What follows belongs to an exercise in optimizing a design on an open flow for small area, a short achievable clock period and few clock cycles per item; a production flow would make more cautious choices.
Only simulation tests tie the RTL to the original design; equivalence was not proved.
No activity file was given, so power comes from the tool's default toggle rates.

## build 39
==> flow/design.v (excerpt) <==
module multitouch_slot_event_decoder_unit (
    input  logic               i_clk,
    input  logic               i_rst_n,
    input  logic               i_event_valid,
    output logic               o_event_ready,
    input  logic [4:0]         i_event_type,
    input  logic [9:0]         i_event_code,
    input  logic signed [31:0] i_event_value,
    input  logic [31:0]        i_time_seconds,
    input  logic [19:0]        i_time_microseconds,
    output logic               o_result_valid,
    input  logic               i_result_ready,
    output logic               o_result_processed,
    output logic               o_result_slot_index,
    output logic               o_result_slot_valid,
    output logic [15:0]        o_result_slot_x,
    output logic [15:0]        o_result_slot_y,
    output logic [7:0]         o_result_slot_pressure,
    output logic [1:0]         o_result_slot_kind,
    output logic [1:0]         o_result_touch_count,
    output logic [41:0]        o_result_report_time_ms,
    input  logic               i_cfg_valid,
    output logic               o_cfg_ready,
    input  logic [3:0]         i_cfg_index,
    input  logic [11:0]        i_cfg_data
);
Size: about 270 flip-flops, about 210 I/O pins.
Settings: LEC_CHECK=0, ABC_AREA=1, CAP_MARGIN=20, CORE_MARGIN=2, CORE_UTILIZATION=60, CTS_BUF_LIST=sky130_fd_sc_hd__clkbuf_4, SETUP_SLACK_MARGIN=5, SLEW_MARGIN=20; clock period 9.0 ns.
standard.sh (not shown) runs the stock make flow with config.mk's settings and CLKGATE_MAP_FILE= SYNTH_SCRIPT=/design/flow/synth_recipe.tcl, a recipe that flattens the netlist after the stock synthesis.
==> flow/flow/run.sh <==
#!/bin/bash
# the standard layout, with the port buffers made from the smallest plain buffer
# (the resizer still upsizes the ones on critical paths)
cp standard.sh standard_sh.log
export BUFFER_PORTS_ARGS="-buffer_cell sky130_fd_sc_hd__buf_1"
bash standard.sh > standard.log 2>&1
Build 39 reached the final stage; the timing, DRC and antenna checks on its layout passed.
Testbench counts of build 39, summed over its fixed seeds: cycles 12,044, items 12,012.
For build 72, these inputs were changed with respect to build 39:
# build 39
export LEC_CHECK = 0
export ABC_AREA = 1
export CAP_MARGIN = 20
export CORE_MARGIN = 2
export CORE_UTILIZATION = 60
export CTS_BUF_LIST = sky130_fd_sc_hd__clkbuf_4
export SETUP_SLACK_MARGIN = 5
export SLEW_MARGIN = 20
create_clock -name core_clock -period 9.0 [get_ports {i_clk}]
# build 72
export LEC_CHECK = 0
export CAP_MARGIN = 20
export CORE_MARGIN = 2
export CORE_UTILIZATION = 50
export CTS_BUF_LIST = sky130_fd_sc_hd__clkbuf_8
export SETUP_SLACK_MARGIN = 5
export SLEW_MARGIN = 20
create_clock -name core_clock -period 9.0 [get_ports {i_clk}]
[summary]
Build 72: count of H-tree levels built during CTS is 1 lower than what build 39 reported. Going from build 39 to build 72, area taken by multi-input logic gates shrank slightly. Relative to build 39, the transition time at the pin with the least slew margin of build 72 is higher by 0.19 ns. On build 72: fraction of area in registers is 1.3 points higher than what build 39 gave. Top fanout value on the critical path: build 72 vs build 39 up 5.
Edits applied to the flow inputs when going from build 72 to build 55:
# build 72
export LEC_CHECK = 0
export CAP_MARGIN = 20
export CORE_MARGIN = 2
export CORE_UTILIZATION = 50
export CTS_BUF_LIST = sky130_fd_sc_hd__clkbuf_8
export SETUP_SLACK_MARGIN = 5
export SLEW_MARGIN = 20
create_clock -name core_clock -period 9.0 [get_ports {i_clk}]
# build 55
export LEC_CHECK = 0
export CAP_MARGIN = 20
export CORE_MARGIN = 2
export CORE_UTILIZATION = 60
export CTS_BUF_LIST = sky130_fd_sc_hd__clkbuf_8
export SETUP_SLACK_MARGIN = 5
export SLEW_MARGIN = 20
create_clock -name core_clock -period 9.0 [get_ports {i_clk}]
==> summary.txt <==
Comparing build 55 and build 72, the higher maximum net fanout on the critical path is on build 72. Diff build 55..build 72 | number of enable-type register cells in the synthesized netlist | unchanged. Compared with build 72, in build 55 cell count went down, fraction of area in registers increased by 0.29 points relative to the old numbers. Changes observed in build 55 relative to build 72: critical path depth lower, setup slack higher, core utilization higher. Compared with build 72, in build 55 required time of the critical path down 2.17 ns, final routed wirelength across all metal layers lost 3.8%, global-route usage +4.0 points, worst slew slack as a fraction of its limit increased by 3.4 points relative to the old numbers.

========
== run A ==
multitouch_slot_event_decoder_unit again, from the RTL that the note above started with.
==> flow/design.v (excerpt) <==
module multitouch_slot_event_decoder_unit (
    input  logic               i_clk,
    input  logic               i_rst_n,
    input  logic               i_event_valid,
    output logic               o_event_ready,
    input  logic [4:0]         i_event_type,
    input  logic [9:0]         i_event_code,
    input  logic signed [31:0] i_event_value,
    input  logic [31:0]        i_time_seconds,
    input  logic [19:0]        i_time_microseconds,
    output logic               o_result_valid,
    input  logic               i_result_ready,
    output logic               o_result_processed,
    output logic               o_result_slot_index,
    output logic               o_result_slot_valid,
    output logic [15:0]        o_result_slot_x,
    output logic [15:0]        o_result_slot_y,
    output logic [7:0]         o_result_slot_pressure,
    output logic [1:0]         o_result_slot_kind,
    output logic [1:0]         o_result_touch_count,
    output logic [41:0]        o_result_report_time_ms,
    input  logic               i_cfg_valid,
    output logic               o_cfg_ready,
    input  logic [3:0]         i_cfg_index,
    input  logic [11:0]        i_cfg_data
);
export LEC_CHECK = 0
export CAP_MARGIN = 20
export CORE_MARGIN = 2
export CORE_UTILIZATION = 60
export CTS_BUF_LIST = sky130_fd_sc_hd__clkbuf_4
export SETUP_SLACK_MARGIN = 5
export SLEW_MARGIN = 20
create_clock -name core_clock -period 9.0 [get_ports {i_clk}]
Scripts as last shown in full above: flow/flow/run.sh
Run A finished all stages; the layout is clean.
Testbench counts of run A, summed over its fixed seeds: cycles 12,044, items 12,012.
#### Input delta (run B over run A)
Settings: CTS_BUF_LIST changed from sky130_fd_sc_hd__clkbuf_4 to sky130_fd_sc_hd__clkbuf_8.
==> flow/flow/run.sh <==
#!/bin/bash
cp standard.sh standard_sh.log
export BUFFER_PORTS_ARGS="-buffer_cell sky130_fd_sc_hd__buf_1"
bash standard.sh SETUP_SLACK_MARGIN=5.3 finish > standard.log 2>&1
Notes after the runs:
Utilization for run B is higher than for run A. Between run B and run A, antenna diode count is lower for run B, run A comes in above that. Relative to run A, power per cell area decreased by about 2.4% in run B. Going from run A to run B, number of violations reported at the end of detailed-routing iteration 0 increased about 20%; final wirelength increased 5.0%. Run B against run A: number of antenna violations at the first check in global routing fell by 3, met1 wire length up about 4%.

re-timing with driven ports:
The results above use ideal ports. As a check the final layouts listed here were re-extracted and re-timed, cells and wires unchanged.
Step 1, drivers: a clkbuf_16 drives i_clk and a buf_2 each remaining input, both assumed.
Step 2 times the ports against the registers' clock, not the clock port: input delays grow and output delays shrink by t, the midpoint of the rising clock arrivals with the driver on.
Three values: ideal, step 1, step 2; two values: the first two.
run | shift t [ns] | setup slack, ns | worst hold slack (ns) | worst data-port slew with drivers (ns)
build 39 | 0.815 | 4.986 / 4.986 / 4.480 | 0.423 / 0.423 / 0.423 | 0.04
build 72 | 0.673 | 5.060 / 5.058 / 4.551 | 0.448 / 0.448 / 0.448 | 0.04
build 55 | 0.686 | 5.073 / 5.047 / 4.557 | 0.448 / 0.448 / 0.448 | 0.05
run A | 0.834 | 5.074 / 5.049 / 4.397 | 0.448 / 0.448 / 0.448 | 0.05
run B | 0.676 | 5.072 / 5.041 / 4.705 | 0.447 / 0.447 / 0.447 | 0.06
After both steps every run listed still meets setup and hold. The setup slack of run A, which loses most, moves by -0.025 ns with the drivers and by -0.677 ns with both steps.
